What follows belongs to an exercise in optimizing a design on an open flow for a short achievable clock period and few clock cycles per item; a production flow would make more cautious choices. Function was checked by simulation only, so behaviour that the tests miss may differ from the original. The clock cells of runs 1 to 4 and 6 come from the design's own scripts or RTL, not from TritonCTS. The flow treats the clock pin as an ideal source. Dropping or thinning the clock tree relies on that and would not hold on a real chip. Power figures rest on the tool's default switching activity, not on a simulated workload.

## flow/design.v (module list and top-level ports; edited modules follow where they fit)
// module sample_fifo: 53 lines
// module iq_decode: 46 lines
// module fir_partial: 2419 lines
// module fm_frontend_top: 114 lines
module fm_frontend_top (
    input  logic                 clock,
    input  logic                 i_rst_n,
    input  logic                 i_in_wr_en,
    input  fm_sample_pkg::byte_t i_in_din,
    output logic                 o_in_full,
    input  logic                 i_out_rd_en,
    output fm_sample_pkg::iq_t   o_out_iq,
    output logic                 o_out_empty
);
  // ...
==> flow/flow/run.sh <==
#!/bin/bash
# Standard synthesis and layout (the standard.sh), with:
#  - repair_timing asked for extra setup slack, port buffers made plain
#    buffers, and other ORFS knobs listed in knobs.txt;
#  - after clock tree synthesis, custom_cts.tcl rebuilds the clock tree as
#    port -> 4 mid inverters -> leaf inverting buffers -> flip-flops.
# The whole ORFS output goes to standard_flow.log in the work folder.
set -euo pipefail
here="$(cd "$(dirname "${BASH_SOURCE[0]}")" && pwd)"
mapfile -t knobs < <(grep -v '^#' "$here/knobs.txt" | grep -v '^ *$')
bash standard.sh "${knobs[@]}" "POST_CTS_TCL=$here/custom_cts.tcl" finish > standard_flow.log 2>&1
==> flow/flow/custom_cts.tcl <==

set ccts_leaf_max 22
if {[info exists ::env(CCTS_LEAF_MAX)]} { set ccts_leaf_max $::env(CCTS_LEAF_MAX) }
set ccts_mids 4
set ccts_buf sky130_fd_sc_hd__inv_16
if {[info exists ::env(CCTS_MID_BUF)]} { set ccts_buf $::env(CCTS_MID_BUF) }
set ccts_leaf_buf sky130_fd_sc_hd__bufinv_16
if {[info exists ::env(CCTS_LEAF_BUF)]} { set ccts_leaf_buf $::env(CCTS_LEAF_BUF) }

proc ccts_log {msg} { puts "custom_cts: $msg" }

# Split items (lists {x y payload}) into groups of at most max by median
# bisection along the longer side of their bounding box.
proc ccts_bisect {items max} {
  if {[llength $items] <= $max} { return [list $items] }
  set xs [lmap it $items {lindex $it 0}]
  set ys [lmap it $items {lindex $it 1}]
  set xs [lsort -real $xs]
  set ys [lsort -real $ys]
  set dx [expr {[lindex $xs end] - [lindex $xs 0]}]
  set dy [expr {[lindex $ys end] - [lindex $ys 0]}]
  set k [expr {$dx >= $dy ? 0 : 1}]
  set sorted [lsort -real -index $k $items]
  set h [expr {[llength $sorted] / 2}]
  return [concat [ccts_bisect [lrange $sorted 0 [expr {$h - 1}]] $max] \
                 [ccts_bisect [lrange $sorted $h end] $max]]
}

# Split items into exactly n groups of near-equal size by recursive median
# bisection along the longer side of their bounding box.
proc ccts_split_n {items n} {
  if {$n <= 1} { return [list $items] }
  set xs [lsort -real [lmap it $items {lindex $it 0}]]
  set ys [lsort -real [lmap it $items {lindex $it 1}]]
  set dx [expr {[lindex $xs end] - [lindex $xs 0]}]
  set dy [expr {[lindex $ys end] - [lindex $ys 0]}]
  set k [expr {$dx >= $dy ? 0 : 1}]
  set sorted [lsort -real -index $k $items]
  set n1 [expr {$n / 2}]
  set n2 [expr {$n - $n1}]
  set h [expr {int(round(double([llength $sorted]) * $n1 / $n))}]
  return [concat [ccts_split_n [lrange $sorted 0 [expr {$h - 1}]] $n1] \
                 [ccts_split_n [lrange $sorted $h end] $n2]]
}

proc ccts_centroid {items} {
  set sx 0.0
  set sy 0.0
  foreach it $items {
    set sx [expr {$sx + [lindex $it 0]}]
    set sy [expr {$sy + [lindex $it 1]}]
  }
  set n [llength $items]
  return [list [expr {$sx / $n}] [expr {$sy / $n}]]
}

proc ccts_inst_center {inst} {
  set b [$inst getBBox]
  return [list [expr {($b xMin) + 0.0}] [expr {($b yMin) + 0.0}] \
               [expr {([$b xMin] + [$b xMax]) / 2.0}] [expr {([$b yMin] + [$b yMax]) / 2.0}]]
}

set ccts_block [ord::get_db_block]
set ccts_db [ord::get_db]
set ccts_master [$ccts_db findMaster $ccts_buf]
set ccts_leaf_master [$ccts_db findMaster $ccts_leaf_buf]
set ccts_pnet [[$ccts_block findBTerm clock] getNet]

# Walk the existing tree from the clock port.
set ccts_sinks {}
set ccts_tree_insts {}
set ccts_tree_nets {}
set ccts_queue [list $ccts_pnet]
while {[llength $ccts_queue]} {
  set net [lindex $ccts_queue 0]
  set ccts_queue [lrange $ccts_queue 1 end]
  foreach it [$net getITerms] {
    if {[$it isOutputSignal]} { continue }
    set inst [$it getInst]
    set m [$inst getMaster]
    set mname [$m getName]
    if {[$m isSequential]} {
      lappend ccts_sinks $it
      continue
    }
    set drives 0
    foreach oit [$inst getITerms] {
      if {[$oit isOutputSignal] && [$oit getNet] ne "NULL"} { set drives 1 }
    }
    # a cell that drives the tree must be a plain buffer; the others are
    # CTS's dummy loads
    if {$drives && ![string match "*clkbuf*" $mname] && ![string match "*__buf_*" $mname]} {
      error "custom_cts: unexpected cell [$inst getName] ($mname) in the clock tree"
    }
    lappend ccts_tree_insts $inst
    foreach oit [$inst getITerms] {
      if {[$oit isOutputSignal] && [$oit getNet] ne "NULL"} {
        lappend ccts_tree_nets [$oit getNet]
        lappend ccts_queue [$oit getNet]
      }
    }
  }
}
ccts_log "[llength $ccts_sinks] sinks, removing [llength $ccts_tree_insts] tree cells and [llength $ccts_tree_nets] nets"

# Sink positions (the clock pin's cell centre).
set ccts_items {}
foreach it $ccts_sinks {
  set b [[$it getInst] getBBox]
  lappend ccts_items [list [expr {([$b xMin] + [$b xMax]) / 2.0}] \
                           [expr {([$b yMin] + [$b yMax]) / 2.0}] $it]
}

# Take the old tree down.
foreach it $ccts_sinks { $it disconnect }
foreach inst $ccts_tree_insts { odb::dbInst_destroy $inst }
foreach net $ccts_tree_nets { odb::dbNet_destroy $net }

set ccts_site_h 2720
proc ccts_place {inst x y} {
  set m [$inst getMaster]
  set w [$m getWidth]
  set h [$m getHeight]
  set core [[ord::get_db_block] getCoreArea]
  set lx [expr {int($x - $w / 2.0)}]
  set ly [expr {int($y - $h / 2.0)}]
  set lx [expr {max([$core xMin], min($lx, [$core xMax] - $w))}]
  set ly [expr {max([$core yMin], min($ly, [$core yMax] - $h))}]
  $inst setLocation $lx $ly
  $inst setPlacementStatus PLACED
}

# Leaves.
set ccts_nleaves [expr {int(ceil(double([llength $ccts_items]) / $ccts_leaf_max))}]
set ccts_groups [ccts_split_n $ccts_items $ccts_nleaves]
set ccts_leaves {}
set li 0
foreach g $ccts_groups {
  lassign [ccts_centroid $g] cx cy
  set inst [odb::dbInst_create $ccts_block $ccts_leaf_master "cclk_leaf_$li"]
  set net [odb::dbNet_create $ccts_block "cclk_leaf_net_$li"]
  $net setSigType CLOCK
  foreach oit [$inst getITerms] {
    if {[$oit isOutputSignal]} { $oit connect $net }
  }
  foreach item $g { [lindex $item 2] connect $net }
  ccts_place $inst $cx $cy
  lappend ccts_leaves [list $cx $cy $inst]
  incr li
}

# Mids.
set ccts_mid_groups [ccts_split_n $ccts_leaves $ccts_mids]
set mi 0
foreach g $ccts_mid_groups {
  lassign [ccts_centroid $g] cx cy
  set inst [odb::dbInst_create $ccts_block $ccts_master "cclk_mid_$mi"]
  set net [odb::dbNet_create $ccts_block "cclk_mid_net_$mi"]
  $net setSigType CLOCK
  foreach oit [$inst getITerms] {
    if {[$oit isOutputSignal]} { $oit connect $net }
    if {[$oit isInputSignal]} { $oit connect $ccts_pnet }
  }
  foreach item $g {
    set leaf [lindex $item 2]
    foreach iit [$leaf getITerms] {
      if {[$iit isInputSignal]} { $iit connect $net }
    }
  }
  ccts_place $inst $cx $cy
  incr mi
}
$ccts_pnet setSigType CLOCK
ccts_log "built [llength $ccts_leaves] leaves and $mi mids"

detailed_placement
check_placement
global_connect
==> flow/flow/knobs.txt <==
SETUP_SLACK_MARGIN=9.2
TNS_END_PERCENT=100
BUFFER_PORTS_ARGS=-buffer_cell sky130_fd_sc_hd__buf_4
CORE_UTILIZATION=60
PLACE_DENSITY=0.72
==> flow/standard.sh <==
#!/bin/bash
# synth_recipe.tcl (not shown) runs the flow's synth.tcl, then flattens the netlist and writes it again
# the make line also repeats each setting of config.mk as NAME=value (left out here)
make -C /OpenROAD-flow-scripts/flow DESIGN_CONFIG=/design/flow/config.mk WORK_HOME=/design/flow/orfs CLKGATE_MAP_FILE= SYNTH_SCRIPT=/design/flow/synth_recipe.tcl "${@:-finish}"
==> flow/config.mk <==
export PLATFORM = sky130hd
export DESIGN_NAME = fm_frontend_top
export DESIGN_NICKNAME = fm_frontend_top
export VERILOG_FILES = /design/flow/design.v
export SDC_FILE = /design/flow/constraint.sdc
export NUM_CORES = 4
export LEC_CHECK = 0
export CAP_MARGIN = 20
export CORE_MARGIN = 2
export CORE_UTILIZATION = 40
export SLEW_MARGIN = 20
==> flow/constraint.sdc <==
create_clock -name core_clock -period 12.0 [get_ports {clock}]
set_input_delay 2.4000 -clock core_clock [delete_from_list [all_inputs] [get_ports {clock}]]
set_output_delay 2.4000 -clock core_clock [all_outputs]
set_load 0.01 [all_outputs]
==> flow_summary.toml, run 1 <==
[synth]
synth-edff-count = 152
synthTopCellsByCount = "dfxtp_1 (1675), inv_1 (1425), fa_1 (968)"
synth_cell_types = 78
synth_xor_area_share_pct = 2.53
avgSynthCellArea_um2 = 11.2
synth_fa_ha_area_share_pct = 27.6
yosys.area_share.simple_pct = 6.52

[setup_path]
critPathBufInv = 1
cp_slowest_cell = "dfxtp_2"
cp-start-kind = "flip-flop"
r2r_start = "yis_r[1]"

[power]
p_seq_share_pct = 59.3
power_leakage_nw = 42.2
p_sw_w = 0.00215
combPwrFrac_pct = 4.7
p_comb_w = 0.000491
power.group.top = "sequential cells"

[hold_path]
hold_depth = 0
holdCritStartpoint = "fir_i_inst.r18[0]"

[layout]
antenna_cells = 0
drive_gt1_share_pct = 9.23
seq-cell-share_pct = 39.0
layout_commonest_cell = "dfxtp_1"

[drt]
drcViolationCount = 0
drtIter0Drc = 4425

[run]
max_cap_viol_count = 0

[run_status]
outcome = "no timing/DRC/antenna violations"

[grt]
grt_pass1_wl_um = 337000
grt_max_degree = 130

[floorplan]
fp-row-count = 141
dieArea_mm2 = 0.152
fp.dieH_um = 390

[sta]
max_slew_margin_pct = 27.9
max_freq_ghz = 0.309

[placed_design]
port_buffers = 77

[clock_tree]
cts_sinks = 1827
Testbench counts, summed over its fixed seeds: cycles 8,216, items 2,048.
==> module fm_frontend_top, before the edit <==
module fm_frontend_top (
    input  logic                 clock,
    input  logic                 i_rst_n,
    input  logic                 i_in_wr_en,
    input  fm_sample_pkg::byte_t i_in_din,
    output logic                 o_in_full,
    input  logic                 i_out_rd_en,
    output fm_sample_pkg::iq_t   o_out_iq,
    output logic                 o_out_empty
);
    localparam int unsigned YW = 32;
    logic       rst_q;
    logic       acc_q;
    logic       last_q;
    logic [7:0] din_q;
    logic       full_r;
    logic       next_last;
    always_ff @(posedge clock) begin
        rst_q  <= i_rst_n;
        acc_q  <= i_in_wr_en && !full_r && i_rst_n;
        last_q <= i_in_wr_en && !full_r && i_rst_n && next_last;
        din_q  <= i_in_din;
    end
    assign o_in_full = full_r;
    logic        done;
    logic [15:0] xi_new;
    logic [15:0] xq_new;
    logic [303:0] hist_i;
    logic [303:0] hist_q;
    iq_decode iq_decode_inst (
        .clock   (clock),
        .i_rst_n (rst_q),
        .i_acc   (acc_q),
        .i_last  (last_q),
        .o_next_last(next_last),
        .i_byte  (din_q),
        .o_done  (done),
        .o_xi    (xi_new),
        .o_xq    (xq_new),
        .o_hist_i(hist_i),
        .o_hist_q(hist_q)
    );
    logic [YW-1:0] ps_i, pc_i, ps_q, pc_q;
    fir_partial fir_i_inst (.clock(clock), .i_hist(hist_i), .o_ps(ps_i), .o_pc(pc_i));
    fir_partial fir_q_inst (.clock(clock), .i_hist(hist_q), .o_ps(ps_q), .o_pc(pc_q));
    function automatic logic [2*YW-1:0] final_csa(
        input logic [YW-1:0] ps,
        input logic [YW-1:0] pc,
        input logic [15:0]   x
    );
        logic [YW-1:0] ux;
        logic [YW-1:0] s;
        logic [YW-1:0] c;
        ux = {{(YW-16){1'b0}}, ~x[15], x[14:0]};
        s  = ps ^ pc ^ ux;
        c  = {((ps[YW-2:0] & pc[YW-2:0]) | (ps[YW-2:0] & ux[YW-2:0]) |
               (pc[YW-2:0] & ux[YW-2:0])), 1'b0};
        final_csa = {s, c};
    endfunction
    logic [YW-1:0] yis_r, yic_r;
    logic [YW-1:0] yqs_r, yqc_r;
    logic [YW-1:0] yi;
    logic [YW-1:0] yq;
    logic          yv_r;
    always_ff @(posedge clock) begin
        {yis_r, yic_r} <= final_csa(ps_i, pc_i, xi_new);
        {yqs_r, yqc_r} <= final_csa(ps_q, pc_q, xq_new);
        if (!rst_q) begin
            yv_r <= 1'b0;
        end else begin
            yv_r <= done;
        end
    end
    assign yi = yis_r + yic_r;
    assign yq = yqs_r + yqc_r;
    logic [2*YW-1:0] head;
    logic            head_empty;
    logic            pop_q;
    sample_fifo #(
        .WIDTH(2*YW),
        .DEPTH(2)
    ) out_fifo_inst (
        .clock  (clock),
        .i_rst_n(rst_q),
        .i_wr_en(yv_r),
        .i_din  ({yi, yq}),
        .i_rd_en(i_out_rd_en),
        .o_dout (head),
        .o_empty(head_empty),
        .o_pop  (pop_q)
    );
    assign o_out_empty = head_empty;
    assign o_out_iq = head;
    localparam int unsigned CAP = 2;
    localparam int unsigned CW  = $clog2(CAP + 2);
    logic [CW-1:0] commit_cnt;
    logic [CW-1:0] commit_nxt;
    always_comb begin
        commit_nxt = commit_cnt;
        if (!rst_q) begin
            commit_nxt = '0;
        end else begin
            case ({done, pop_q})
                2'b10:   commit_nxt = commit_cnt + 1'b1;
                2'b01:   commit_nxt = commit_cnt - 1'b1;
                default: commit_nxt = commit_cnt;
            endcase
        end
    end
    always_ff @(posedge clock) begin
        commit_cnt <= commit_nxt;
        full_r     <= (commit_nxt >= CW'(CAP));
    end
endmodule
==> run 2: changes to the inputs <==
--- a/flow/design.v
+++ b/flow/design.v
@@ -2640,6 +2640,18 @@
         end
     end
-    assign yi = yis_r + yic_r;
-    assign yq = yqs_r + yqc_r;
+    logic [YW-1:0] yi_r;
+    logic [YW-1:0] yq_r;
+    logic          yv2_r;
+    always_ff @(posedge clock) begin
+        yi_r <= yis_r + yic_r;
+        yq_r <= yqs_r + yqc_r;
+        if (!rst_q) begin
+            yv2_r <= 1'b0;
+        end else begin
+            yv2_r <= yv_r;
+        end
+    end
+    assign yi = yi_r;
+    assign yq = yq_r;
     logic [2*YW-1:0] head;
     logic            head_empty;
@@ -2651,5 +2663,5 @@
         .clock  (clock),
         .i_rst_n(rst_q),
-        .i_wr_en(yv_r),
+        .i_wr_en(yv2_r),
         .i_din  ({yi, yq}),
         .i_rd_en(i_out_rd_en),
==> run 2 against run 1 <==
Against the previous run: global-route usage decreased by 0.28 points; worst setup slack got worse by 43 ps; sequential power increased by 5.5%; largest cell class unchanged; still clean on timing, DRC and antenna; via count decreased by 0.35%; wire length increased by 2.1%; final cell count increased by 1.5%; die area increased by 3.5%; utilization decreased by 1.3 points; sequential share of layout area increased by 0.51 points; critical path depth unchanged.
==> flow_summary.toml, run 2 <==
[run_status]
outcome = "no timing/DRC/antenna violations"

[synth]
synthTopCellsByCount = "dfxtp_1 (1740), inv_1 (1469), fa_1 (968)"
synth_fp_nets = 9486
avgSynthCellArea_um2 = 11.5
synth_top_area_cell = "dfxtp_1"
ys_seq_elements = 1892
yosysTopAreaCellShare_pct = 37.6
synth_ff_type = "dfxtp_1"
synth_cells = 8080
synth_cell_types = 70
synthArstFlopShare_pct = 0
ys_seq_area_share_pct = 42.6
synth.most_common_cell = "dfxtp_1"
synth-edff-count = 152
synth_area_mm2 = 0.0926
yosysWarnings = 4
synthTopCellsByArea = "dfxtp_1 (38%), fa_1 (21%), mux2i_1 (8.0%), inv_1 (6.0%), ha_1 (5.8%)"

[setup_path]
r2r_slack_ps = 9140
endpoint_kind = "output port"
cpPeakStageDelay_ps = 410
critical_path.cell_chain = "buf_6"
cp_max_fo = 2
critPathBufInv = 1
worstPathRequired_ps = 9600
crit_type = "reg2out"
worstPathArrival_ps = 880
cp_slowest_cell = "dfxtp_4"
cp_num_cells = 1
critical_path.top_delay_family = "flip-flops"
cp-start-kind = "flip-flop"
reg2regPathDepth = 8

[placed_design]
gp_congestion = 0.935
port_buffers = 77
dp_hpwl_um = 176000

[drt]
drcViolationCount = 0
via_count = 55137
drtIter0Drc = 3925
route.detailed.wl_per_inst_um = 22.5
viasPerCell = 5.42
drt_wl_total_um = 229000
dr.pass1.iters = 6
antenna_left = 0

[clock_tree]
clock_latency_ps = 390
clkTransAtPathRegs_ps = 90
cts_sinks = 1892

[floorplan]
coreArea_mm2 = 0.154
dieArea_mm2 = 0.157
fp-row-count = 144
io_pins = 78
die_x_um = 397
fp.dieH_um = 397
start_util_pct = 60.2

[sta]
tns_ps = 0
setup_viol_count_final = 0
max_freq_ghz = 0.305
final_hold_viol_count = 0
timing.final.crit_share_pct = 27.4
clock_skew_ps = 40.6
max_slew_margin_pct = 32.3
period_needed_ps = 3280
tightest_slew_ps = 1010
slew_violations = 0
rsz0062_at_grt = "yes"

[power]
irDropWorstVdd_v = 0.000146
power_leakage_nw = 42.1
cellPowerDensity_mw_per_mm2 = 109
p_total_w = 0.0109

[layout]
seqCellArea_mm2 = 0.0395
fillCellCount = 11682
nets = 9529
layout_commonest_cell = "dfxtp_1"
reg.largest.list = "iq_decode_inst.o_hist_i: 304 flops, iq_decode_inst.o_hist_q: 304 flops, out_fifo_inst.mem: 128 flops"
final_cell_mix = "dfxtp_1 (1644), inv_1 (1466), fa_1 (952)"
drive_gt1_share_pct = 6.16
synthToLayoutAreaGrowth_pct = 8.02
multi_input_area_mm2 = 0.0479

[grt]
grt.overflow.total = 0
first_global_vias = 57261
antenna_found_initial = 6
grt_pass1_wl_um = 346000
grt_max_degree = 150
grt_use_total_pct = 29.1

[run]
max_cap_viol_count = 0

[hold_path]
min_path_type = "reg2reg"
hold_depth = 0
run 2: cell count changes after synthesis, moves of 45 or more:
cell | previous run | this run
a21o_1 | 80 | 125
nor2b_1 | 32 | 638
nor3_1 | 94 | 33
nand3_1 | 78 | 31
nor2_1 | 817 | 125
nand2_1 | 173 | 221
dfxtp_1 | 1675 | 1740
o21ai_0 | 82 | 233
run 2: worst register-to-register path: cells and delay by family, from the launching register on:
kind / cells / cell delay, ps
DFF: 1 / 320
adders and majority gates: 4 / 2180
buffers and inverters: 4 / 250
run 2: cell type report:
cell class | instances | area share, %
Antenna cell | 2 | 0.00501
Inverter | 1559 | 8.19
Multi-Input combinational cell | 4517 | 47.9
Sequential cell | 1892 | 39.5
Tap cell | 2044 | 2.56
Timing Repair Buffer | 153 | 1.83
run 2: per-stage QoR:
stage | setup WS (ps) | utilization, % | instance area [um2] | hold slack, ps | cells
finish | 8720 | 65.1 | 100000 | 330 | 10167
global route | 8700 | 65.1 | 100000 | 337 | 10165
detailed placement | 7680 | 62.0 | 95200 | 312 | 10021
global placement | 7730 | 61.9 | 95200 | 311 | 10021
floorplan | 8880 | - | 92700 | 310 | 8080
run 2: path summary, 6_finish.rpt:
path                                         start                 end
worst max register to register   fir_i_inst.s2_650  fir_i_inst.o_pc[1]
worst min-delay path            fir_i_inst.r18[14]   fir_i_inst.s2_773
worst max-delay path                        full_r           o_in_full
worst min register to register  fir_i_inst.r18[14]   fir_i_inst.s2_773
run 2: power breakdown:
part	switching, W	internal (W)	leakage [nW]	total, W
Clock	0.00189	0.00201	1.25	0.00389
Sequential	0.0000914	0.00648	15.5	0.00657
Combinational	0.000206	0.000184	25.3	0.000390
Total	0.00219	0.00867	42.1	0.0109
run 2: cell families (layout without fill, tap and decap cells):
kind of cell / Yosys count / in the layout / synth area share (%)
buffers and inverters: 1671 / 1712 / 6.78
adders and majority gates: 1394 / 1394 / 26.7
and+or+nand+nor: 1158 / 1158 / 6.84
DFF: 1892 / 1892 / 42.6
other: 0 / 2 / 0
AOI/OAI and AO/OA: 940 / 940 / 6.42
xor gates and xnor gates: 284 / 284 / 2.69
muxes: 741 / 741 / 8.02
run 2: layer usage:
| layer | vias to the layer above | wire [um] | GRT usage [%] | share of wire [%] |
|---|---|---|---|---|
| met1 | 27873 | 103000 | 41.4 | 45 |
| met5 | - | 7 | 0 | 0.0031 |
| met4 | 2 | 6450 | 6.99 | 2.8 |
| li1 | 25604 | - | - | - |
| met2 | 1371 | 107000 | 47.9 | 47 |
| met3 | 287 | 12300 | 3.24 | 5.4 |
Testbench counts of run 2, summed over its fixed seeds: cycles 8,224, items 2,048.
==> run 3: changes to the inputs <==
--- a/flow/design.v
+++ b/flow/design.v
@@ -2584,8 +2584,9 @@
     logic       full_r;
     logic       next_last;
+    logic       full_int;
     always_ff @(posedge clock) begin
         rst_q  <= i_rst_n;
-        acc_q  <= i_in_wr_en && !full_r && i_rst_n;
-        last_q <= i_in_wr_en && !full_r && i_rst_n && next_last;
+        acc_q  <= i_in_wr_en && !full_int && i_rst_n;
+        last_q <= i_in_wr_en && !full_int && i_rst_n && next_last;
         din_q  <= i_in_din;
     end
@@ -2692,4 +2693,5 @@
         full_r     <= (commit_nxt >= CW'(CAP));
     end
+    assign full_int = (commit_cnt >= CW'(CAP));
 endmodule
 `default_nettype wire
==> run 3 against run 2 <==
Against the previous run: die area increased by 0.28%; highest routed layer is now met4; sequential cell count unchanged; final cell count increased by 0.34%; clock skew decreased by 7.9 ps; clock power about the same; critical path type unchanged; via count decreased by 1.1%.
==> flow_summary.toml, run 3 <==
[synth]
synth.most_common_cell = "dfxtp_1"
ys_seq_elements = 1892
synthArstFlopShare_pct = 0
synth_area_mm2 = 0.0928
avgSynthCellArea_um2 = 11.4
synthTopCellsByCount = "dfxtp_1 (1740), inv_1 (1470), fa_1 (968)"
synth_cells = 8109
yosysTopAreaCellShare_pct = 37.5
yosysWarnings = 4
synth_top_area_cell = "dfxtp_1"
synth-edff-count = 152
synth_ff_type = "dfxtp_1"
ys_seq_area_share_pct = 42.4
synthTopCellsByArea = "dfxtp_1 (38%), fa_1 (21%), mux2i_1 (7.9%), inv_1 (5.9%), ha_1 (5.7%)"
synth_fp_nets = 9515
synth_cell_types = 68

[run]
max_cap_viol_count = 0

[power]
p_seq_share_pct = 60.8
irDropWorstVdd_v = 0.000141
p_clk_share_pct = 35.8
p_sw_w = 0.00216
combPwrFrac_pct = 3.4
cellPowerDensity_mw_per_mm2 = 108
power_leakage_nw = 41.8
p_sw_share_pct = 19.9
internal_power_w = 0.00866

[grt]
grt.overflow.total = 0
grt_pass1_wl_um = 342000
antenna_found_initial = 3
first_global_vias = 57772
grt_use_total_pct = 28.7
grt_max_degree = 135

[floorplan]
dieArea_mm2 = 0.158
die_x_um = 397
io_pins = 78
fp-row-count = 144
coreArea_mm2 = 0.154
fp.dieH_um = 397
start_util_pct = 60.3

[layout]
reg.largest.list = "iq_decode_inst.o_hist_i: 304 flops, iq_decode_inst.o_hist_q: 304 flops, out_fifo_inst.mem: 128 flops"
layout_commonest_cell = "dfxtp_1"
fillCellCount = 11829
fin_util_pct = 65.1
seqCellArea_mm2 = 0.0395
nets = 9564
final_cell_mix = "dfxtp_1 (1646), inv_1 (1466), fa_1 (958)"
synthToLayoutAreaGrowth_pct = 7.83
multi_input_area_mm2 = 0.0479
drive_gt1_share_pct = 5.92

[setup_path]
cp_slowest_cell = "dfxtp_2"
cp_max_fo = 1
worstPathRequired_ps = 9600
critical_path.top_delay_family = "flip-flops"
critical_path.cell_chain = "buf_6"
cp-start-kind = "flip-flop"
crit_type = "reg2out"
endpoint_kind = "output port"
worstPathArrival_ps = 840
critPathBufInv = 1
cpPeakStageDelay_ps = 370

[sta]
setup_viol_count_final = 0
max_freq_ghz = 0.309
period_needed_ps = 3240
tightest_slew_ps = 1060
slew_violations = 0
tns_ps = 0
clock_skew_ps = 32.7
timing.final.crit_share_pct = 27.0
rsz0062_at_grt = "yes"
max_slew_margin_pct = 29.3
final_hold_viol_count = 0

[clock_tree]
cts_sinks = 1892
clkTransAtPathRegs_ps = 90
clock_latency_ps = 370

[drt]
viasPerCell = 5.35
drcViolationCount = 0
drt_wl_total_um = 227000
dr.pass1.iters = 6
antenna_left = 0
drtIter0Drc = 3218
via_count = 54531
route.detailed.wl_per_inst_um = 22.2

[run_status]
outcome = "no timing/DRC/antenna violations"

[placed_design]
gp_congestion = 0.927
dp_hpwl_um = 175000
port_buffers = 77

[hold_path]
min_path_type = "reg2reg"
[run 3: final timing paths]
kind	from	endpoint	slack, ps	cells after the start
max reg2reg	iq_decode_inst.o_hist_q[96]	fir_q_inst.p7[14]	9190	10
max	out_fifo_inst.o_dout[44]	o_out_iq[44]	8760	1
min	fir_i_inst.r18[6]	fir_i_inst.s2_701	320	0
min reg2reg	fir_i_inst.r18[6]	fir_i_inst.s2_701	320	0
[run 3: layer usage]
metal | global-route usage [%] | up-vias | wire (um)
li1 | - | 25748 | -
met1 | 34.4 | 27300 | 90400
met2 | 52.9 | 1078 | 118000
met4 | 11.7 | 0 | 11100
met5 | 0 | - | 0
met3 | 2.47 | 405 | 7030
[run 3: area by class of cell]
type / instances / area share, %
multi-input cells: 4537 / 47.9
repair buffers: 167 / 1.88
well taps: 2044 / 2.55
diodes: 2 / 0.00500
flip-flops and latches: 1892 / 39.5
inverters: 1560 / 8.19
[run 3: cells by family (layout without fill, tap and decap cells)]
group           after synthesis  count (layout)  share of synthesized area, %
flops                      1892            1892                          42.4
other cells                   0               2                             0
xor+xnor                    291             291                          2.75
buf+inv                    1680            1727                          6.79
mux                         739             739                          7.97
fa+ha+maj                  1394            1394                          26.6
compound gates              912             912                          6.45
simple gates               1201            1201                          6.98
[run 3: through the flow]
| stage | std cells | hold slack (ps) | setup slack (ps) | total power (W) | cell area [um2] |
|---|---|---|---|---|---|
| 3_5_place_dp | 10041 | 312 | 7920 | 0.00704 | 95400 |
| 3_3_place_gp | 10041 | 311 | 7980 | 0.00703 | 95400 |
| 2_1_floorplan | 8109 | 310 | 8880 | 0.00692 | 92900 |
| 6_report | 10202 | 323 | 8760 | 0.0108 | 100000 |
| 5_1_grt | 10200 | 332 | 8740 | 0.0112 | 100000 |
[run 3: power by group through the flow]
| stage | clock (W) | sequential, W | combinational, W |
|---|---|---|---|
| 6_report | 0.00388 | 0.00658 | 0.000363 |
| 5_1_grt | 0.00418 | 0.00659 | 0.000394 |
| 3_5_place_dp | 0 | 0.00672 | 0.000323 |
| 3_3_place_gp | 0 | 0.00671 | 0.000321 |
| 2_1_floorplan | 0 | 0.00668 | 0.000233 |
Testbench counts of run 3, summed over its fixed seeds: cycles 8,224, items 2,048.
==> run 4: changes to the inputs <==
--- a/flow/design.v
+++ b/flow/design.v
@@ -2613,4 +2613,5 @@
     fir_partial fir_i_inst (.clock(clock), .i_hist(hist_i), .o_ps(ps_i), .o_pc(pc_i));
     fir_partial fir_q_inst (.clock(clock), .i_hist(hist_q), .o_ps(ps_q), .o_pc(pc_q));
+    localparam int unsigned HW = YW / 2;
     function automatic logic [2*YW-1:0] final_csa(
         input logic [YW-1:0] ps,
@@ -2627,12 +2628,20 @@
         final_csa = {s, c};
     endfunction
-    logic [YW-1:0] yis_r, yic_r;
-    logic [YW-1:0] yqs_r, yqc_r;
+    logic [YW-1:0] s_i, c_i, s_q, c_q;
+    logic [HW:0]   lo_i_r, lo_q_r;       
+    logic [HW-1:0] hi0_i_r, hi1_i_r;     
+    logic [HW-1:0] hi0_q_r, hi1_q_r;
     logic [YW-1:0] yi;
     logic [YW-1:0] yq;
     logic          yv_r;
+    assign {s_i, c_i} = final_csa(ps_i, pc_i, xi_new);
+    assign {s_q, c_q} = final_csa(ps_q, pc_q, xq_new);
     always_ff @(posedge clock) begin
-        {yis_r, yic_r} <= final_csa(ps_i, pc_i, xi_new);
-        {yqs_r, yqc_r} <= final_csa(ps_q, pc_q, xq_new);
+        lo_i_r  <= {1'b0, s_i[HW-1:0]} + {1'b0, c_i[HW-1:0]};
+        hi0_i_r <= s_i[YW-1:HW] + c_i[YW-1:HW];
+        hi1_i_r <= s_i[YW-1:HW] + c_i[YW-1:HW] + 1'b1;
+        lo_q_r  <= {1'b0, s_q[HW-1:0]} + {1'b0, c_q[HW-1:0]};
+        hi0_q_r <= s_q[YW-1:HW] + c_q[YW-1:HW];
+        hi1_q_r <= s_q[YW-1:HW] + c_q[YW-1:HW] + 1'b1;
         if (!rst_q) begin
             yv_r <= 1'b0;
@@ -2641,18 +2650,6 @@
         end
     end
-    logic [YW-1:0] yi_r;
-    logic [YW-1:0] yq_r;
-    logic          yv2_r;
-    always_ff @(posedge clock) begin
-        yi_r <= yis_r + yic_r;
-        yq_r <= yqs_r + yqc_r;
-        if (!rst_q) begin
-            yv2_r <= 1'b0;
-        end else begin
-            yv2_r <= yv_r;
-        end
-    end
-    assign yi = yi_r;
-    assign yq = yq_r;
+    assign yi = {lo_i_r[HW] ? hi1_i_r : hi0_i_r, lo_i_r[HW-1:0]};
+    assign yq = {lo_q_r[HW] ? hi1_q_r : hi0_q_r, lo_q_r[HW-1:0]};
     logic [2*YW-1:0] head;
     logic            head_empty;
@@ -2664,5 +2661,5 @@
         .clock  (clock),
         .i_rst_n(rst_q),
-        .i_wr_en(yv2_r),
+        .i_wr_en(yv_r),
         .i_din  ({yi, yq}),
         .i_rd_en(i_out_rd_en),
==> run 4 against run 3 <==
Against the previous run: fmax decreased by 1.5%; largest power group unchanged; wire length decreased by 2.7%; highest routed layer is now met5; die area decreased by 3.0%; sequential cell count decreased by 75; synthesized cell count decreased by 1.5%; worst hold slack got worse by 1.2 ps; register-to-register slack got worse by 340 ps.
==> flow_summary.toml, run 4 <==
[synth]
yosysWarnings = 4
synthArstFlopShare_pct = 0
synth.most_common_cell = "dfxtp_1"
synth_cell_types = 96
synth_cells = 7986
avgSynthCellArea_um2 = 11.3
synthTopCellsByArea = "dfxtp_1 (37%), fa_1 (22%), mux2i_1 (8.2%), ha_1 (6.0%), inv_1 (5.7%)"
synth_top_area_cell = "dfxtp_1"
synth_area_mm2 = 0.0900
synthTopCellsByCount = "dfxtp_1 (1665), inv_1 (1373), fa_1 (972)"
synth_fp_nets = 9398
synth-edff-count = 152
yosysTopAreaCellShare_pct = 37.0
synth_ff_type = "dfxtp_1"
ys_seq_elements = 1817
ys_seq_area_share_pct = 42.1

[floorplan]
fp-row-count = 142
fp.dieH_um = 391
io_pins = 78
die_x_um = 391
dieArea_mm2 = 0.153
start_util_pct = 60.2
coreArea_mm2 = 0.149

[setup_path]
critical_path.cell_chain = "buf_6"
worstPathRequired_ps = 9600
crit_type = "reg2out"
cp_slowest_cell = "dfxtp_4"
critical_path.top_delay_family = "flip-flops"
cpPeakStageDelay_ps = 410
endpoint_kind = "output port"
cp-start-kind = "flip-flop"
worstPathArrival_ps = 890
cp_max_fo = 1
critPathBufInv = 1

[drt]
antenna_left = 0
route.detailed.wl_per_inst_um = 21.9
viasPerCell = 5.41
drcViolationCount = 0
via_count = 54565
dr.pass1.iters = 5
drt_wl_total_um = 220000
drtIter0Drc = 3373

[grt]
grt_pass1_wl_um = 337000
antenna_found_initial = 1
grt_use_total_pct = 29.1
first_global_vias = 57591
grt_max_degree = 209
grt.overflow.total = 0

[power]
irDropWorstVdd_v = 0.000188
cellPowerDensity_mw_per_mm2 = 109
power_leakage_nw = 40.9

[sta]
tns_ps = 0
max_slew_margin_pct = 23.5
setup_viol_count_final = 0
rsz0062_at_grt = "yes"
tightest_slew_ps = 1150
max_freq_ghz = 0.304
period_needed_ps = 3290
slew_violations = 0
clock_skew_ps = 32.5
final_hold_viol_count = 0
timing.final.crit_share_pct = 27.4

[placed_design]
placedCellCount = 9904
gp_congestion = 0.978
port_buffers = 77
dp_hpwl_um = 171000

[layout]
drive_gt1_share_pct = 7.44
layout_commonest_cell = "dfxtp_1"
antenna_cells = 0
nets = 9482
final_cells = 10084
reg.largest.list = "iq_decode_inst.o_hist_i: 304 flops, iq_decode_inst.o_hist_q: 304 flops, out_fifo_inst.mem: 128 flops"
multi_input_area_mm2 = 0.0470
seqCellArea_mm2 = 0.0381
final_cell_mix = "dfxtp_1 (1563), inv_1 (1362), fa_1 (963)"
fillCellCount = 11335
synthToLayoutAreaGrowth_pct = 8.24

[clock_tree]
clkTransAtPathRegs_ps = 90
clock_latency_ps = 370
cts_sinks = 1817

[run_status]
outcome = "no timing/DRC/antenna violations"

[hold_path]
min_path_type = "reg2reg"

[run]
max_cap_viol_count = 0
-- run 4: per-layer routing --
layer	track usage [%]	vias to the layer above	wire, um	share of wire, %
li1	-	25557	-	-
met1	34.8	27329	86500	39
met2	52.0	1169	112000	51
met3	2.66	508	7540	3.4
met4	15.3	2	14200	6.5
met5	0	-	13	0.0059
-- run 4: cell families (layout without fill, tap and decap cells) --
family | Yosys count | count (layout) | share of synthesized area, %
flops | 1817 | 1817 | 42.1
compound gates | 890 | 890 | 6.33
xor+xnor | 290 | 290 | 2.86
fa+ha+maj | 1400 | 1400 | 27.6
mux | 772 | 772 | 8.63
simple gates | 1241 | 1241 | 5.91
buf+inv | 1576 | 1658 | 6.58
-- run 4: layout make-up --
cell class,instances,area share (%)
inverter,1462,7.96
multi-input combinational,4593,48.3
sequential,1817,39.1
tap,2016,2.59
timing repair buffer,196,2.12
-- run 4: per-stage QoR --
stage	hold WS, ps	util [%]	setup WS (ps)	cell area [um2]	total power, W
finish	322	65.2	8710	97400	0.0107
global route	332	65.2	8680	97400	0.0110
detailed placement	312	62.0	7570	92600	0.00693
global placement	312	62.0	7670	92600	0.00691
floorplan	310	-	8910	90100	0.00677
-- run 4: final timing paths --
path	startpoint	end	slack, ps	cells after the start
hold / removal	fir_i_inst.r18[7]	fir_i_inst.s2_710	320	0
setup / recovery	out_fifo_inst.o_dout[11]	o_out_iq[11]	8710	1
setup reg to reg	iq_decode_inst.i_hi[7]	hi1_i_r[13]	8850	12
hold reg to reg	fir_i_inst.r18[7]	fir_i_inst.s2_710	320	0
-- run 4: report_power, final --
part           leakage, nW  switching [W]  internal [W]
Combinational         24.8       0.000315      0.000274
Sequential            14.9      0.0000777       0.00625
Clock                 1.21        0.00181       0.00194
Total                 40.9        0.00220       0.00846
Testbench counts of run 4, summed over its fixed seeds: cycles 8,216, items 2,048.
==> run 5: changes to the inputs <==
--- a/flow/design.v
+++ b/flow/design.v
@@ -2613,5 +2613,4 @@
     fir_partial fir_i_inst (.clock(clock), .i_hist(hist_i), .o_ps(ps_i), .o_pc(pc_i));
     fir_partial fir_q_inst (.clock(clock), .i_hist(hist_q), .o_ps(ps_q), .o_pc(pc_q));
-    localparam int unsigned HW = YW / 2;
     function automatic logic [2*YW-1:0] final_csa(
         input logic [YW-1:0] ps,
@@ -2628,20 +2627,12 @@
         final_csa = {s, c};
     endfunction
-    logic [YW-1:0] s_i, c_i, s_q, c_q;
-    logic [HW:0]   lo_i_r, lo_q_r;       
-    logic [HW-1:0] hi0_i_r, hi1_i_r;     
-    logic [HW-1:0] hi0_q_r, hi1_q_r;
+    logic [YW-1:0] yis_r, yic_r;
+    logic [YW-1:0] yqs_r, yqc_r;
     logic [YW-1:0] yi;
     logic [YW-1:0] yq;
     logic          yv_r;
-    assign {s_i, c_i} = final_csa(ps_i, pc_i, xi_new);
-    assign {s_q, c_q} = final_csa(ps_q, pc_q, xq_new);
     always_ff @(posedge clock) begin
-        lo_i_r  <= {1'b0, s_i[HW-1:0]} + {1'b0, c_i[HW-1:0]};
-        hi0_i_r <= s_i[YW-1:HW] + c_i[YW-1:HW];
-        hi1_i_r <= s_i[YW-1:HW] + c_i[YW-1:HW] + 1'b1;
-        lo_q_r  <= {1'b0, s_q[HW-1:0]} + {1'b0, c_q[HW-1:0]};
-        hi0_q_r <= s_q[YW-1:HW] + c_q[YW-1:HW];
-        hi1_q_r <= s_q[YW-1:HW] + c_q[YW-1:HW] + 1'b1;
+        {yis_r, yic_r} <= final_csa(ps_i, pc_i, xi_new);
+        {yqs_r, yqc_r} <= final_csa(ps_q, pc_q, xq_new);
         if (!rst_q) begin
             yv_r <= 1'b0;
@@ -2650,6 +2641,18 @@
         end
     end
-    assign yi = {lo_i_r[HW] ? hi1_i_r : hi0_i_r, lo_i_r[HW-1:0]};
-    assign yq = {lo_q_r[HW] ? hi1_q_r : hi0_q_r, lo_q_r[HW-1:0]};
+    logic [YW-1:0] yi_r;
+    logic [YW-1:0] yq_r;
+    logic          yv2_r;
+    always_ff @(posedge clock) begin
+        yi_r <= yis_r + yic_r;
+        yq_r <= yqs_r + yqc_r;
+        if (!rst_q) begin
+            yv2_r <= 1'b0;
+        end else begin
+            yv2_r <= yv_r;
+        end
+    end
+    assign yi = yi_r;
+    assign yq = yq_r;
     logic [2*YW-1:0] head;
     logic            head_empty;
@@ -2661,5 +2664,5 @@
         .clock  (clock),
         .i_rst_n(rst_q),
-        .i_wr_en(yv_r),
+        .i_wr_en(yv2_r),
         .i_din  ({yi, yq}),
         .i_rd_en(i_out_rd_en),
--- a/flow/flow/run.sh
+++ b/flow/flow/run.sh
@@ -4,5 +4,7 @@
 #    buffers, and other ORFS knobs listed in knobs.txt;
 #  - after clock tree synthesis, custom_cts.tcl rebuilds the clock tree as
-#    port -> 4 mid inverters -> leaf inverting buffers -> flip-flops.
+#    port -> 4 mid inverters -> leaf inverting buffers -> flip-flops,
+#    after place_out_regs.tcl has put each output register and port buffer
+#    next to its pin.
 # The whole ORFS output goes to standard_flow.log in the work folder.
 set -euo pipefail
--- a/flow/flow/custom_cts.tcl
+++ b/flow/flow/custom_cts.tcl
@@ -60,4 +60,6 @@
                [expr {([$b xMin] + [$b xMax]) / 2.0}] [expr {([$b yMin] + [$b yMax]) / 2.0}]]
 }
+
+source [file join [file dirname [info script]] place_out_regs.tcl]
 
 set ccts_block [ord::get_db_block]
==> flow/flow/place_out_regs.tcl (new file) <==
# Sourced by custom_cts.tcl before it builds the clock tree: put each output
# port's buffer at its pin, and the flip-flop that drives only that buffer
# right beside it (one cell further towards the core centre), so that the
# register-to-output paths have short wires. custom_cts.tcl then legalises
# the placement.

proc por_log {msg} { puts "place_out_regs: $msg" }

set por_block [ord::get_db_block]
set por_core [$por_block getCoreArea]
set por_moved 0

proc por_clamp {v lo hi} { return [expr {max($lo, min($v, $hi))}] }

# Place inst with its centre as close to (x, y) as the core allows.
proc por_put {inst x y} {
  global por_core
  set m [$inst getMaster]
  set w [$m getWidth]
  set h [$m getHeight]
  set lx [por_clamp [expr {int($x - $w / 2)}] [$por_core xMin] [expr {[$por_core xMax] - $w}]]
  set ly [por_clamp [expr {int($y - $h / 2)}] [$por_core yMin] [expr {[$por_core yMax] - $h}]]
  $inst setLocation $lx $ly
  $inst setPlacementStatus PLACED
}

foreach bterm [$por_block getBTerms] {
  if {[$bterm getIoType] ne "OUTPUT"} { continue }
  set net [$bterm getNet]
  if {$net eq "NULL"} { continue }
  set iterms [$net getITerms]
  if {[llength $iterms] != 1} { continue }
  set buf [[lindex $iterms 0] getInst]
  set pb [$bterm getBBox]
  por_put $buf [expr {([$pb xMin] + [$pb xMax]) / 2}] [expr {([$pb yMin] + [$pb yMax]) / 2}]
  set bb [$buf getBBox]
  set bx [expr {([$bb xMin] + [$bb xMax]) / 2}]
  set by [expr {([$bb yMin] + [$bb yMax]) / 2}]
  # the buffer's driver, if it is a flip-flop that drives nothing else
  set drv ""
  foreach it [$buf getITerms] {
    if {[$it isInputSignal] && [$it getNet] ne "NULL"} {
      set loads 0
      foreach it2 [[$it getNet] getITerms] {
        if {[$it2 isOutputSignal]} { set drv [$it2 getInst] } else { incr loads }
      }
      if {$loads != 1} { set drv "" }
    }
  }
  if {$drv ne "" && [[$drv getMaster] isSequential]} {
    set cx [expr {([$por_core xMin] + [$por_core xMax]) / 2}]
    set cy [expr {([$por_core yMin] + [$por_core yMax]) / 2}]
    set dx [expr {$cx - $bx}]
    set dy [expr {$cy - $by}]
    set ox [expr {abs($dx) > abs($dy) ? ($dx > 0 ? 8000 : -8000) : 0}]
    set oy [expr {abs($dx) > abs($dy) ? 0 : ($dy > 0 ? 2720 : -2720)}]
    por_put $drv [expr {$bx + $ox}] [expr {$by + $oy}]
    incr por_moved
  }
}
por_log "moved $por_moved output flip-flops next to their port buffers"
==> run 5 against run 4 <==
Against the previous run: the flow now stops in clock tree synthesis; synthesized cell count grew 1.5%; area after synthesis is 3.2% higher.
==> flow_summary.toml, run 5 <==
[synth]
synth_cells = 8109
synth_compound_area_share_pct = 6.45
ys_seq_area_share_pct = 42.4
synthMuxAreaShare_pct = 7.97
synth.most_common_cell = "dfxtp_1"
synth_top_area_cell = "dfxtp_1"
avgSynthCellArea_um2 = 11.4
yosys.area_share.simple_pct = 6.98
synthTopCellsByArea = "dfxtp_1 (38%), fa_1 (21%), mux2i_1 (7.9%), inv_1 (5.9%), ha_1 (5.7%)"
yosysWarnings = 4
ys_seq_elements = 1892
synth_xor_area_share_pct = 2.75
yosysTopAreaCellShare_pct = 37.5
synth_top_family_by_area = "adder cells"
synth_cell_types = 68
synthArstFlopShare_pct = 0
synth_fa_ha_area_share_pct = 26.6
synth_fp_nets = 9515
synth_ff_type = "dfxtp_1"
synthTopCellsByCount = "dfxtp_1 (1740), inv_1 (1470), fa_1 (968)"
synth-edff-count = 152
synth_area_mm2 = 0.0928

[clock_tree]
cts_sinks = 1892

[placed_design]
port_buffers = 77
dp_hpwl_um = 175000
place_area_mm2 = 0.0954
gp_congestion = 0.927

[floorplan]
start_util_pct = 60.3
die_x_um = 397
fp-row-count = 144
fp.dieH_um = 397
io_pins = 78

[run_status]
error = "Error: cts.tcl, 90 can't read \"por_core\": no such variable"
outcome = "aborted with a tool error"
failing_step = "clock tree synthesis"
[run 5: cell families after synthesis]
| kind of cell | after synthesis |
|---|---|
| multiplexers | 739 |
| adder cells (fa/ha/maj) | 1394 |
| XOR/XNOR | 291 |
| AO/OA/AOI/OAI | 912 |
| buffers and inverters | 1680 |
| AND/OR/NAND/NOR | 1201 |
| flip-flops | 1892 |
[run 5: power by group through the flow]
| stage | registers, W | clock network, W | logic [W] |
|---|---|---|---|
| after detailed placement | 0.00672 | 0 | 0.000323 |
| after floorplan | 0.00668 | 0 | 0.000233 |
| after global placement | 0.00671 | 0 | 0.000321 |
[run 5: worst min-delay path by stage]
stage / startpoint / to / cells after the start
floorplan: fir_i_inst.s2_647 / fir_i_inst.o_pc[0] / 0
global placement: fir_i_inst.r18[10] / fir_i_inst.s2_737 / 0
detailed placement: fir_i_inst.r18[11] / fir_i_inst.s2_746 / 0
[run 5: stage by stage]
| step | util (%) | worst slack [ps] | cells |
|---|---|---|---|
| detailed placement | 62.0 | 7920 | 10041 |
| floorplan | - | 8880 | 8109 |
| global placement | 62.0 | 7980 | 10041 |
Testbench counts of run 5, summed over its fixed seeds: cycles 8,224, items 2,048.
==> run 6: changes to the inputs <==
--- a/flow/flow/place_out_regs.tcl
+++ b/flow/flow/place_out_regs.tcl
@@ -8,5 +8,5 @@
 
 set por_block [ord::get_db_block]
-set por_core [$por_block getCoreArea]
+set ::por_core [$por_block getCoreArea]
 set por_moved 0
 
@@ -15,10 +15,9 @@
 # Place inst with its centre as close to (x, y) as the core allows.
 proc por_put {inst x y} {
-  global por_core
   set m [$inst getMaster]
   set w [$m getWidth]
   set h [$m getHeight]
-  set lx [por_clamp [expr {int($x - $w / 2)}] [$por_core xMin] [expr {[$por_core xMax] - $w}]]
-  set ly [por_clamp [expr {int($y - $h / 2)}] [$por_core yMin] [expr {[$por_core yMax] - $h}]]
+  set lx [por_clamp [expr {int($x - $w / 2)}] [$::por_core xMin] [expr {[$::por_core xMax] - $w}]]
+  set ly [por_clamp [expr {int($y - $h / 2)}] [$::por_core yMin] [expr {[$::por_core yMax] - $h}]]
   $inst setLocation $lx $ly
   $inst setPlacementStatus PLACED
@@ -49,6 +48,6 @@
   }
   if {$drv ne "" && [[$drv getMaster] isSequential]} {
-    set cx [expr {([$por_core xMin] + [$por_core xMax]) / 2}]
-    set cy [expr {([$por_core yMin] + [$por_core yMax]) / 2}]
+    set cx [expr {([$::por_core xMin] + [$::por_core xMax]) / 2}]
+    set cy [expr {([$::por_core yMin] + [$::por_core yMax]) / 2}]
     set dx [expr {$cx - $bx}]
     set dy [expr {$cy - $by}]
==> run 6 against run 5 <==
Against the previous run: now clean on timing, DRC and antenna; synthesized cell count unchanged; area after synthesis unchanged.
==> flow_summary.toml, run 6 <==
[grt]
grt_pass1_wl_um = 346000
grt.overflow.total = 0
grt_max_degree = 135
antenna_found_initial = 3
grt_use_total_pct = 29.0
first_global_vias = 58213

[floorplan]
start_util_pct = 60.3
dieArea_mm2 = 0.158
fp.dieH_um = 397
io_pins = 78
coreArea_mm2 = 0.154
fp-row-count = 144
die_x_um = 397

[synth]
synth-edff-count = 152
ys_seq_area_share_pct = 42.4
ys_seq_elements = 1892
synthTopCellsByCount = "dfxtp_1 (1740), inv_1 (1470), fa_1 (968)"
synthTopCellsByArea = "dfxtp_1 (38%), fa_1 (21%), mux2i_1 (7.9%), inv_1 (5.9%), ha_1 (5.7%)"
synth.most_common_cell = "dfxtp_1"
avgSynthCellArea_um2 = 11.4
synth_fp_nets = 9515
synth_cells = 8109
synth_cell_types = 68
synth_top_area_cell = "dfxtp_1"
synthArstFlopShare_pct = 0
synth_ff_type = "dfxtp_1"
yosysTopAreaCellShare_pct = 37.5
synth_area_mm2 = 0.0928
yosysWarnings = 4

[drt]
via_count = 54878
route.detailed.wl_per_inst_um = 22.5
antenna_left = 0
viasPerCell = 5.38
drtIter0Drc = 3536
drt_wl_total_um = 230000
dr.pass1.iters = 6
drcViolationCount = 0

[setup_path]
critical_path.cell_chain = "buf_6"
worstPathArrival_ps = 820
cpPeakStageDelay_ps = 360
critPathBufInv = 1
endpoint_kind = "output port"
cp-start-kind = "flip-flop"
critical_path.top_delay_family = "flip-flops"
cp_slowest_cell = "dfxtp_2"
cp_max_fo = 1
worstPathRequired_ps = 9600
crit_type = "reg2out"

[layout]
fin_area_mm2 = 0.100
nets = 9571
drive_gt1_share_pct = 6.26
synthToLayoutAreaGrowth_pct = 8.08
reg.largest.list = "iq_decode_inst.o_hist_i: 304 flops, iq_decode_inst.o_hist_q: 304 flops, out_fifo_inst.mem: 128 flops"
layout_commonest_cell = "dfxtp_1"
final_cell_mix = "dfxtp_1 (1645), inv_1 (1467), fa_1 (958)"
fillCellCount = 11713

[clock_tree]
clock_latency_ps = 380
clkTransAtPathRegs_ps = 90
cts_sinks = 1892

[power]
irDropWorstVdd_v = 0.000141
power_leakage_nw = 41.9
cellPowerDensity_mw_per_mm2 = 108

[run_status]
outcome = "no timing/DRC/antenna violations"

[placed_design]
port_buffers = 77
dp_hpwl_um = 175000
gp_congestion = 0.927
place_ws_ps = 7920
place_area_mm2 = 0.0954

[sta]
slew_violations = 0
tns_ps = 0
period_needed_ps = 3220
clock_skew_ps = 39.4
tightest_slew_ps = 1050
final_hold_viol_count = 0
rsz0062_at_grt = "yes"
max_freq_ghz = 0.311
fin_ws_ps = 8780
setup_viol_count_final = 0
max_slew_margin_pct = 30.1
timing.final.crit_share_pct = 26.8

[run]
max_cap_viol_count = 0

[hold_path]
min_path_type = "reg2reg"
## run 6: cell counts after synthesis
Identical to the previous run, type by type.
## run 6: report_power, final
group	total (W)	leakage (nW)	switching [W]	internal, W
Clock	0.00389	1.25	0.00188	0.00201
Sequential	0.00658	15.5	0.0000961	0.00648
Combinational	0.000377	25.2	0.000202	0.000175
Total	0.0108	41.9	0.00218	0.00866
## run 6: logic make-up after synthesis
kind of cell	synth area share (%)
multiplexers	7.97
XOR/XNOR	2.75
buffers and inverters	6.79
AO/OA/AOI/OAI	6.45
flip-flops	42.4
adder cells (fa/ha/maj)	26.6
AND/OR/NAND/NOR	6.98
## run 6: area by class of cell
type                       count  area [um2]  share of cell area (%)
sequential                  1892       39500                    39.4
timing repair buffer         174        1990                    1.98
inverter                    1560        8190                    8.17
multi-input combinational   4537       48000                    47.9
tap                         2044        2560                    2.55
antenna                        1        2.50                 0.00249
## run 6: path summary, 6_finish.rpt
path	startpoint	endpoint	slack [ps]	cells past startpoint
hold reg to reg	fir_i_inst.r18[4]	fir_i_inst.s2_683	320	0
setup reg to reg	iq_decode_inst.o_hist_q[96]	fir_q_inst.p7[14]	9190	10
setup / recovery	out_fifo_inst.o_dout[27]	o_out_iq[27]	8780	1
hold / removal	fir_i_inst.r18[4]	fir_i_inst.s2_683	320	0
## run 6: per-stage QoR
stage	total power, W	hold slack, ps	instances	util [%]
detailed placement	0.00704	312	10041	62.0
finish	0.0108	319	10208	65.2
global route	0.0112	324	10207	65.2
floorplan	0.00692	310	8109	-
global placement	0.00703	311	10041	62.0
## run 6: metal layers
layer	share of wire (%)	vias to the layer above	global-route usage (%)
li1	-	25744	-
met1	40	27510	34.6
met2	52	1194	53.6
met3	3.2	430	2.60
met4	5.1	0	11.9
met5	0	-	0

## port drivers added, routing unchanged
The flow's constraints put no driver on any port. The routed layouts listed below were extracted and timed again, unchanged, in two steps. Step 1, drivers: a clkbuf_16 drives clock and a buf_2 each remaining input, both assumed. Step 2 times the ports against the registers' clock, not the clock port: input delays grow and output delays shrink by t, the midpoint of the rising clock arrivals with the driver on. Three values: ideal ports, drivers, drivers and shift; two values: the first two.
run	t (ns)	setup WS [ns]	hold slack, ns	worst setup path after step 2
run 1	0.635	8.760 / 8.477 / 8.190	0.327 / 0.327 / 0.327	input to register
run 2	0.645	8.716 / 8.437 / 8.542	0.330 / 0.330 / 0.330	input to register
run 3	0.642	8.760 / 8.473 / 8.553	0.323 / 0.323 / 0.323	input to register
run 4	0.635	8.711 / 8.428 / 8.481	0.322 / 0.321 / 0.321	input to register
run 6	0.643	8.782 / 8.497 / 8.451	0.319 / 0.319 / 0.319	input to register
After both steps setup and hold are still met in every run listed. The setup slack of run 1, which loses most, moves by -0.283 ns with the drivers and by -0.570 ns with both steps.
